This is an optimization exercise on Yosys and OpenROAD, whose aim is small area, a short achievable clock period and few clock cycles per item, not a production implementation. Function was checked by simulation only, so behaviour that the tests miss may differ from the original. The clock port is modelled as an ideal driver; clocking choices that lean on that would not hold on a real chip. Power figures rest on the tool's default switching activity, not on a simulated workload.

==> flow/design.v <==
`default_nettype none
module mem_responder #(
  parameter int DEPTH   = 64,
  parameter int LATENCY = 2
) (
  input  logic             clk,
  input  logic             rst,
  input  logic             req_valid,
  output logic             req_ready,
  input  logic             req_we,
  input  logic [31:0]      req_addr,
  input  logic [31:0]      req_wdata,
  output logic             resp_valid,
  input  logic             resp_ready,
  output logic [31:0]      resp_rdata,
  output logic             resp_err,
  output logic             busy
);
  localparam int AW = $clog2(DEPTH);
  logic [31:0]   r_mem [DEPTH];
  logic          a_v;
  logic          a_st;       
  logic          a_ld;       
  logic          a_err;
  logic [AW-1:0] a_idx;
  logic [31:0]   a_wd;
  logic          b_v;
  logic          b_ld;
  logic          b_err;
  logic [AW-1:0] b_idx;
  logic [7:0]    r_wlo;      
  logic [7:0]    r_whi;      
  logic [DEPTH-1:0] s_sel;    
  logic          s_err;      
  logic          o_v;
  logic          o_err;
  logic [31:0]   o_rd;
  logic          r_rdy;
  logic          r_busy;
  logic          w_acc;
  logic          w_ofree;
  logic          w_oload;
  logic          w_stay;
  logic          w_a2b;
  logic          w_av_n;
  logic          w_bv_n;
  logic          w_ov_n;
  logic          w_in_err;
  logic          w_in_ld;
  logic          w_in_st;
  logic [AW-1:0] w_in_idx;
  logic          w_ast_n;
  logic          w_ald_n;
  logic          w_aerr_n;
  logic [AW-1:0] w_aidx_n;
  logic          w_bld_n;
  logic          w_berr_n;
  logic [AW-1:0] w_bidx_n;
  logic          w_sld_n;
  logic          w_serr_n;
  logic [AW-1:0] w_sidx_n;
  logic          w_wr_n;
  logic          w_unused;
  assign w_acc    = req_valid & r_rdy;
  assign w_ofree  = ~o_v | resp_ready;
  assign w_oload  = w_ofree & (b_v | a_v);
  assign w_stay   = a_v & b_v;             
  assign w_a2b    = a_v & ~b_v & ~w_ofree;  
  assign w_av_n   = w_acc | w_stay;
  assign w_bv_n   = (b_v | a_v) & ~w_ofree;
  assign w_ov_n   = w_oload | (o_v & ~resp_ready);
  assign w_in_err = (req_addr[1:0] != 2'b00);
  assign w_in_ld  = ~req_we & ~w_in_err;
  assign w_in_st  = req_we & ~w_in_err;
  assign w_in_idx = req_addr[AW+1:2];
  assign w_unused = ^{req_addr[31:AW+2], LATENCY[0]};
  assign w_ast_n  = w_acc ? w_in_st  : a_st;
  assign w_ald_n  = w_acc ? w_in_ld  : a_ld;
  assign w_aerr_n = w_acc ? w_in_err : a_err;
  assign w_aidx_n = w_acc ? w_in_idx : a_idx;
  assign w_bld_n  = w_a2b ? a_ld  : b_ld;
  assign w_berr_n = w_a2b ? a_err : b_err;
  assign w_bidx_n = w_a2b ? a_idx : b_idx;
  assign w_sld_n  = w_bv_n ? w_bld_n  : (w_av_n & w_ald_n);
  assign w_serr_n = w_bv_n ? w_berr_n : w_aerr_n;
  assign w_sidx_n = w_bv_n ? w_bidx_n : w_aidx_n;
  assign w_wr_n   = w_av_n & w_ast_n & ~w_bv_n;
  always_ff @(posedge clk) begin
    if (rst) begin
      a_v    <= 1'b0;
      b_v    <= 1'b0;
      o_v    <= 1'b0;
      r_rdy  <= 1'b1;
      r_busy <= 1'b0;
    end else begin
      a_v    <= w_av_n;
      b_v    <= w_bv_n;
      o_v    <= w_ov_n;
      r_rdy  <= ~(w_av_n & w_bv_n);
      r_busy <= w_av_n | w_bv_n | w_ov_n;
    end
  end
  always_ff @(posedge clk) begin
    a_st  <= w_ast_n;
    a_ld  <= w_ald_n;
    a_err <= w_aerr_n;
    a_idx <= w_aidx_n;
    if (w_acc) a_wd <= req_wdata;
    b_ld  <= w_bld_n;
    b_err <= w_berr_n;
    b_idx <= w_bidx_n;
    s_err <= w_serr_n;
    for (int i = 0; i < 8; i++) begin
      r_wlo[i] <= w_wr_n & (w_aidx_n[2:0] == 3'(i));
      r_whi[i] <= (w_aidx_n[5:3] == 3'(i));
    end
    for (int i = 0; i < DEPTH; i++) begin
      s_sel[i] <= w_sld_n & (w_sidx_n == AW'(i));
    end
    if (w_oload) begin
      o_err <= s_err;
      o_rd  <= w_rd;
    end
  end
  always_ff @(posedge clk) begin
    for (int i = 0; i < DEPTH; i++) begin
      if (r_wlo[i % 8] && r_whi[i / 8]) r_mem[i] <= a_wd;
    end
  end
  logic [DEPTH-1:0] w_sel;
  logic [31:0]      w_rd;
  assign w_sel = s_sel;
  for (genvar b = 0; b < 32; b++) begin : g_rd
    logic [21:0] l1;    
    logic [5:0]  l2;    
    logic [2:0]  l3;    
    for (genvar k = 0; k < 21; k++) begin : g_l1
      mr_aoi222 u_aoi (
        .a0(w_sel[3*k]),   .b0(r_mem[3*k][b]),
        .a1(w_sel[3*k+1]), .b1(r_mem[3*k+1][b]),
        .a2(w_sel[3*k+2]), .b2(r_mem[3*k+2][b]),
        .y(l1[k])
      );
    end
    mr_nand2 u_last (.a(w_sel[63]), .b(r_mem[63][b]), .y(l1[21]));
    for (genvar k = 0; k < 5; k++) begin : g_l2
      mr_nand4 u_n4 (.a(l1[4*k]), .b(l1[4*k+1]), .c(l1[4*k+2]), .d(l1[4*k+3]), .y(l2[k]));
    end
    mr_nand2 u_n2 (.a(l1[20]), .b(l1[21]), .y(l2[5]));
    for (genvar k = 0; k < 3; k++) begin : g_l3
      mr_nor2 u_o (.a(l2[2*k]), .b(l2[2*k+1]), .y(l3[k]));
    end
    mr_nand3 u_f (.a(l3[0]), .b(l3[1]), .c(l3[2]), .y(w_rd[b]));
  end
  assign req_ready  = r_rdy;
  assign resp_valid = o_v;
  assign resp_rdata = o_rd;
  assign resp_err   = o_err;
  assign busy       = r_busy;
endmodule
module mr_aoi222 (
  input  logic a0, b0, a1, b1, a2, b2,
  output logic y
);
  assign y = ~((a0 & b0) | (a1 & b1) | (a2 & b2));
endmodule
module mr_nand2 (
  input  logic a, b,
  output logic y
);
  assign y = ~(a & b);
endmodule
module mr_nand4 (
  input  logic a, b, c, d,
  output logic y
);
  assign y = ~(a & b & c & d);
endmodule
module mr_nor2 (
  input  logic a, b,
  output logic y
);
  assign y = ~(a | b);
endmodule
module mr_nand3 (
  input  logic a, b, c,
  output logic y
);
  assign y = ~(a & b & c);
endmodule
`default_nettype wire
Settings: LEC_CHECK=0, CAP_MARGIN=20, CORE_MARGIN=2, CORE_UTILIZATION=60, CTS_BUF_LIST=sky130_fd_sc_hd__clkbuf_8, CTS_CLUSTER_DIAMETER=50, CTS_CLUSTER_SIZE=16, SETUP_SLACK_MARGIN=2.5, SLEW_MARGIN=20, SYNTH_HIERARCHICAL=1, TNS_END_PERCENT=100; clock period 5.0 ns.
standard.sh (not shown) runs the stock make flow with config.mk's settings and CLKGATE_MAP_FILE= SYNTH_SCRIPT=/design/flow/synth_recipe.tcl, a recipe that flattens the netlist after the stock synthesis.
==> flow/flow/run.sh <==
#!/bin/bash
set -euo pipefail
export BUFFER_PORTS_ARGS="-buffer_cell sky130_fd_sc_hd__buf_2"
export CTS_ARGS="-sink_clustering_enable -repair_clock_nets -sink_clustering_size 16 -sink_clustering_max_diameter 50 -buf_list {sky130_fd_sc_hd__clkbuf_8 sky130_fd_sc_hd__clkbuf_16} -root_buf sky130_fd_sc_hd__clkbuf_16 -tree_buf sky130_fd_sc_hd__clkbuf_16 -sink_clustering_buffer sky130_fd_sc_hd__clkbuf_8 -dont_use_dummy_load"
export POST_CTS_TCL="$PWD/flow/post_cts.tcl"
export ECO_MAX_DELAY=2.2
bash standard.sh > standard.log 2>&1
==> flow/flow/post_cts.tcl <==
# Extra timing repair after CTS.
# The paths from inputs to outputs are bounded by the fixed I/O delays and
# stop repair_timing early. First over-constrain the paths that end at
# registers (a tighter limit than the clock gives) so repair works on them,
# then drop those limits and repair again against the real constraints.
log_cmd estimate_parasitics -placement
set_max_delay $::env(ECO_MAX_DELAY) -from [all_registers] -to [all_registers]
set_max_delay $::env(ECO_MAX_DELAY) -from [all_inputs] -to [all_registers]
log_cmd repair_timing -setup -setup_margin 0 -repair_tns 100 -skip_last_gasp -verbose
unset_path_exceptions -from [all_registers] -to [all_registers]
unset_path_exceptions -from [all_inputs] -to [all_registers]
log_cmd estimate_parasitics -placement
log_cmd repair_timing -setup -setup_margin [expr {[info exists ::env(SETUP_SLACK_MARGIN)] ? $::env(SETUP_SLACK_MARGIN) : 0}] -repair_tns 100 -verbose
log_cmd detailed_placement
check_placement -verbose
report_checks -path_delay max -format end -group_path_count 10
report_design_area
The first run went through all stages and came out clean.
Testbench counts at the start, summed over its fixed seeds: cycles 2,064, items 2,048.
Change:
--- a/flow/flow/run.sh
+++ b/flow/flow/run.sh
@@ -4,0 +5,2 @@
+export PRE_CTS_TCL="$PWD/flow/pre_cts.tcl"
+export OUT_FF_PULL=0.85
==> flow/flow/pre_cts.tcl (new file) <==
# Pull each flip-flop that drives an output port's buffer part of the way
# towards that buffer, so the flop's output wire is short. Detailed
# placement legalises the moved cells.
set frac $::env(OUT_FF_PULL)
set block [ord::get_db_block]
set moved 0
foreach bterm [$block getBTerms] {
  if { [$bterm getIoType] != "OUTPUT" } { continue }
  set net [$bterm getNet]
  set buf ""
  foreach it [$net getITerms] { if { [$it isOutputSignal] } { set buf [$it getInst] } }
  if { $buf == "" } { continue }
  set ff ""
  foreach it [$buf getITerms] {
    if { [$it isInputSignal] } {
      foreach it2 [[$it getNet] getITerms] { if { [$it2 isOutputSignal] } { set ff [$it2 getInst] } }
    }
  }
  if { $ff == "" } { continue }
  if { ![string match "*df*" [[$ff getMaster] getName]] } { continue }
  set fl [$ff getLocation]
  set bl [$buf getLocation]
  set nx [expr { int([lindex $fl 0] + $frac * ([lindex $bl 0] - [lindex $fl 0])) }]
  set ny [expr { int([lindex $fl 1] + $frac * ([lindex $bl 1] - [lindex $fl 1])) }]
  $ff setLocation $nx $ny
  incr moved
}
puts "pre_cts: moved $moved output flip-flops (fraction $frac)"
detailed_placement
check_placement -verbose
After rerunning: Via count is higher slightly; area after synthesis stays the same; cell count is unchanged; register-to-register slack degrades by 0.06 ns.

* * *

mem_responder, a different RTL version from the one above (not shown whole).
Size: roughly 3500 cells after synthesis, about 110 I/O pins, ~0.074 mm^2 of cells after synthesis.
Settings: LEC_CHECK=0, CAP_MARGIN=20, CORE_MARGIN=2, CORE_UTILIZATION=60, CTS_BUF_LIST=sky130_fd_sc_hd__clkbuf_8, CTS_CLUSTER_DIAMETER=50, CTS_CLUSTER_SIZE=16, SETUP_SLACK_MARGIN=2.4, SLEW_MARGIN=20, SYNTH_HIERARCHICAL=1, TNS_END_PERCENT=100; clock period 5.0 ns.
==> flow/flow/run.sh <==
#!/bin/bash
set -euo pipefail
export BUFFER_PORTS_ARGS="-buffer_cell sky130_fd_sc_hd__buf_2"
export CTS_ARGS="-sink_clustering_enable -repair_clock_nets -sink_clustering_size 16 -sink_clustering_max_diameter 50 -buf_list {sky130_fd_sc_hd__clkbuf_8 sky130_fd_sc_hd__clkbuf_16} -root_buf sky130_fd_sc_hd__clkbuf_16 -tree_buf sky130_fd_sc_hd__clkbuf_16 -sink_clustering_buffer sky130_fd_sc_hd__clkbuf_8 -dont_use_dummy_load"
bash standard.sh > standard.log 2>&1
Testbench counts at the start, summed over its fixed seeds: cycles 2,064, items 2,048.
==> next run, changes <==
==> flow/run.sh (new file) <==
#!/bin/bash
# synth_recipe.tcl (not shown) runs the flow's synth.tcl, then flattens the netlist and writes it again
# the make line also repeats each setting of config.mk as NAME=value (left out here)
make -C /OpenROAD-flow-scripts/flow DESIGN_CONFIG=/design/flow/config.mk WORK_HOME=/design/flow/orfs CLKGATE_MAP_FILE= SYNTH_SCRIPT=/design/flow/synth_recipe.tcl finish
removed: flow/flow/run.sh
removed: flow/standard.sh
Result: Clock-buffer cell count went up by 5. Routed wire length went up by 0.57%. Via count went up by 0.68%. Sequential share of layout area went down by 0.89 points. Setup slack gets worse by 0.0054 ns.
==> next run, changes <==
==> flow/flow/run.sh (new file) <==
#!/bin/bash
set -euo pipefail
export BUFFER_PORTS_ARGS="-buffer_cell sky130_fd_sc_hd__buf_2"
export CTS_ARGS="-sink_clustering_enable -repair_clock_nets -sink_clustering_size 16 -sink_clustering_max_diameter 50 -buf_list {sky130_fd_sc_hd__clkbuf_8 sky130_fd_sc_hd__clkbuf_16} -root_buf sky130_fd_sc_hd__clkbuf_16 -tree_buf sky130_fd_sc_hd__clkbuf_16 -sink_clustering_buffer sky130_fd_sc_hd__clkbuf_8 -dont_use_dummy_load"
bash standard.sh > standard.log 2>&1
==> flow/standard.sh (new file) <==
#!/bin/bash
# synth_recipe.tcl (not shown) runs the flow's synth.tcl, then flattens the netlist and writes it again
# the make line also repeats each setting of config.mk as NAME=value (left out here)
make -C /OpenROAD-flow-scripts/flow DESIGN_CONFIG=/design/flow/config.mk WORK_HOME=/design/flow/orfs CLKGATE_MAP_FILE= SYNTH_SCRIPT=/design/flow/synth_recipe.tcl "${@:-finish}"
Settings changed: SETUP_SLACK_MARGIN 2.4 to 2.7.
removed: flow/run.sh
=> Synthesized area stays the same; flip-flop and latch count is unchanged; total power went down by a few percent; setup slack improved by 0.070 ns; routed wire length rose by a few percent; sequential power is about the same.

* * *

mem_responder, a different RTL version from the one above (not shown whole).
Size: about 2200 flip-flops, about 74000 sq um of cells after synthesis.
clock: 5.0 ns
lec_check: 0
cap_margin: 20
core_margin: 2
core_utilization: 68
cts_buf_list: sky130_fd_sc_hd__clkbuf_8
cts_cluster_diameter: 50
cts_cluster_size: 16
setup_slack_margin: 2.5
slew_margin: 20
synth_hierarchical: 1
tns_end_percent: 100
==> flow/flow/run.sh <==
#!/bin/bash
set -euo pipefail
export BUFFER_PORTS_ARGS="-buffer_cell sky130_fd_sc_hd__buf_2"
export CTS_ARGS="-sink_clustering_enable -repair_clock_nets -sink_clustering_size 16 -sink_clustering_max_diameter 50 -buf_list {sky130_fd_sc_hd__clkbuf_8 sky130_fd_sc_hd__clkbuf_16} -root_buf sky130_fd_sc_hd__clkbuf_16 -tree_buf sky130_fd_sc_hd__clkbuf_16 -sink_clustering_buffer sky130_fd_sc_hd__clkbuf_8 -dont_use_dummy_load"
export POST_CTS_TCL="$PWD/flow/post_cts.tcl"
export ECO_MAX_DELAY=2.2
bash standard.sh > standard.log 2>&1
Scripts as last shown in full above: flow/flow/post_cts.tcl
The first run completed with no timing, DRC or antenna violations.
Testbench counts at the start, summed over its fixed seeds: cycles 2,064, items 2,048.
Change:
--- a/flow/flow/run.sh
+++ b/flow/flow/run.sh
@@ -4,4 +4,4 @@
 export CTS_ARGS="-sink_clustering_enable -repair_clock_nets -sink_clustering_size 16 -sink_clustering_max_diameter 50 -buf_list {sky130_fd_sc_hd__clkbuf_8 sky130_fd_sc_hd__clkbuf_16} -root_buf sky130_fd_sc_hd__clkbuf_16 -tree_buf sky130_fd_sc_hd__clkbuf_16 -sink_clustering_buffer sky130_fd_sc_hd__clkbuf_8 -dont_use_dummy_load"
 export POST_CTS_TCL="$PWD/flow/post_cts.tcl"
-export ECO_MAX_DELAY=2.2
+export ECO_MAX_DELAY=2.3
 bash standard.sh > standard.log 2>&1
CORE_UTILIZATION = 60   (was 68)
Effect: Die area rose by 13%; total power is higher by 0.61%; wire length increases by 4.3%; combinational power climbs by 2.9%; clock-buffer cell count came out higher by 5; global-route usage is lower by 2.9 points.

* * *

Another version of the RTL of mem_responder (not shown whole).
Size in the first run: roughly 3500 cells after synthesis, ~2200 flip-flops, about 110 I/O pins.
Settings: LEC_CHECK=0, CAP_MARGIN=20, CORE_MARGIN=2, CORE_UTILIZATION=60, CTS_BUF_LIST=sky130_fd_sc_hd__clkbuf_8, CTS_CLUSTER_DIAMETER=50, CTS_CLUSTER_SIZE=16, SETUP_SLACK_MARGIN=2.5, SLEW_MARGIN=20, SYNTH_HIERARCHICAL=1, TNS_END_PERCENT=100; clock period 5.0 ns.
==> flow/flow/run.sh <==
#!/bin/bash
set -euo pipefail
export BUFFER_PORTS_ARGS="-buffer_cell sky130_fd_sc_hd__buf_2"
export CTS_ARGS="-sink_clustering_enable -repair_clock_nets -sink_clustering_size 16 -sink_clustering_max_diameter 50 -buf_list {sky130_fd_sc_hd__clkbuf_8 sky130_fd_sc_hd__clkbuf_16} -root_buf sky130_fd_sc_hd__clkbuf_16 -tree_buf sky130_fd_sc_hd__clkbuf_16 -sink_clustering_buffer sky130_fd_sc_hd__clkbuf_8 -dont_use_dummy_load"
export PRE_CTS_TCL="$PWD/flow/pre_cts.tcl"
export OUT_FF_PULL=0.7
export POST_CTS_TCL="$PWD/flow/post_cts.tcl"
export ECO_MAX_DELAY=2.1
bash standard.sh > standard.log 2>&1
==> flow/flow/pre_cts.tcl <==
# Pull each flip-flop that drives an output port's buffer part of the way
# towards that buffer, so the flop's output wire is short. Detailed
# placement legalises the moved cells.
set frac $::env(OUT_FF_PULL)
set block [ord::get_db_block]
set moved 0
foreach bterm [$block getBTerms] {
  if { [$bterm getIoType] != "OUTPUT" } { continue }
  set net [$bterm getNet]
  set buf ""
  foreach it [$net getITerms] { if { [$it isOutputSignal] } { set buf [$it getInst] } }
  if { $buf == "" } { continue }
  set ff ""
  foreach it [$buf getITerms] {
    if { [$it isInputSignal] } {
      foreach it2 [[$it getNet] getITerms] { if { [$it2 isOutputSignal] } { set ff [$it2 getInst] } }
    }
  }
  if { $ff == "" } { continue }
  if { ![string match "*df*" [[$ff getMaster] getName]] } { continue }
  set fl [$ff getLocation]
  set bl [$buf getLocation]
  set nx [expr { int([lindex $fl 0] + $frac * ([lindex $bl 0] - [lindex $fl 0])) }]
  set ny [expr { int([lindex $fl 1] + $frac * ([lindex $bl 1] - [lindex $fl 1])) }]
  $ff setLocation $nx $ny
  incr moved
}
puts "pre_cts: moved $moved output flip-flops (fraction $frac)"
detailed_placement
check_placement -verbose
Scripts as last shown in full above: flow/flow/post_cts.tcl
The baseline finished clean.
Testbench counts at the start, summed over its fixed seeds: cycles 2,064, items 2,048.
==> next run, changes <==
--- a/flow/flow/run.sh
+++ b/flow/flow/run.sh
@@ -7,3 +7,3 @@
 export POST_CTS_TCL="$PWD/flow/post_cts.tcl"
-export ECO_MAX_DELAY=2.1
+export ECO_MAX_DELAY=2.2
 bash standard.sh > standard.log 2>&1
Effect: Area after synthesis is unchanged; die area is unchanged; register-to-register slack hardly moves; utilization drops by 0.38 points; sequential power is about the same; cell count hardly moves; global-route usage fell by 0.24 points; design area goes down by 0.58%; via count barely changes; clock skew hardly moves.
==> next run, changes <==
--- a/flow/flow/run.sh
+++ b/flow/flow/run.sh
@@ -7,3 +7,3 @@
 export POST_CTS_TCL="$PWD/flow/post_cts.tcl"
-export ECO_MAX_DELAY=2.2
+export ECO_MAX_DELAY=2.0
 bash standard.sh > standard.log 2>&1
Outcome: The changed run finished with timing, DRC and antenna clean. Cell area came out higher by 1.2%. Clock power barely changes. Synthesized area stays the same. Total power stays flat. Hold slack gets better by 0.0031 ns. Combinational power increases by about 4%. Via count grows by 1.2%. Cell count grows by 0.68%. Utilization rose by 0.78 points.

[re-timing with driven ports]
How much do the figures lean on ideal ports? The routed layouts below were timed once more, with nothing changed but the port constraints.
Step 1: set_driving_cell puts a clkbuf_16 on clk and a buf_2 on each other input, an assumption about the parent block.
Step 2 also shifts input and output timing later by t, the mid clock arrival at the registers, as if the neighbouring blocks saw the same clock.
Three values: ideal ports, drivers, drivers and shift; two values: the first two.
run	shift t [ns]	setup WS [ns]	slew at the worst register clock pin (ns)	worst slew at a driven data input, ns	cell pins on the clock port's net
the first run of note 1	0.835	2.470 / 2.394 / 1.962	0.10 / 0.10	0.11	1
the second run of note 1	0.841	2.587 / 2.547 / 1.839	0.10 / 0.10	0.12	1
the first run of note 2	0.838	2.342 / 2.365 / 1.559	0.10 / 0.10	0.15	1
the second run of note 2	0.989	2.336 / 2.261 / 1.356	0.10 / 0.10	0.14	1
the third run of note 2	0.835	2.407 / 2.363 / 1.783	0.10 / 0.10	0.14	1
the first run of note 3	0.812	2.469 / 2.469 / 1.921	0.10 / 0.10	0.10	1
the second run of note 3	0.831	2.451 / 2.425 / 1.746	0.10 / 0.10	0.11	1
the first run of note 4	0.840	2.517 / 2.507 / 1.996	0.10 / 0.10	0.15	1
the second run of note 4	0.837	2.512 / 2.511 / 1.946	0.10 / 0.10	0.14	1
the third run of note 4	0.839	2.515 / 2.499 / 2.149	0.10 / 0.10	0.15	1
After both steps every run listed still meets setup and hold. For the second run of note 2, which loses most, drivers alone change the setup slack by -0.075 ns; drivers and shift together by -0.980 ns.
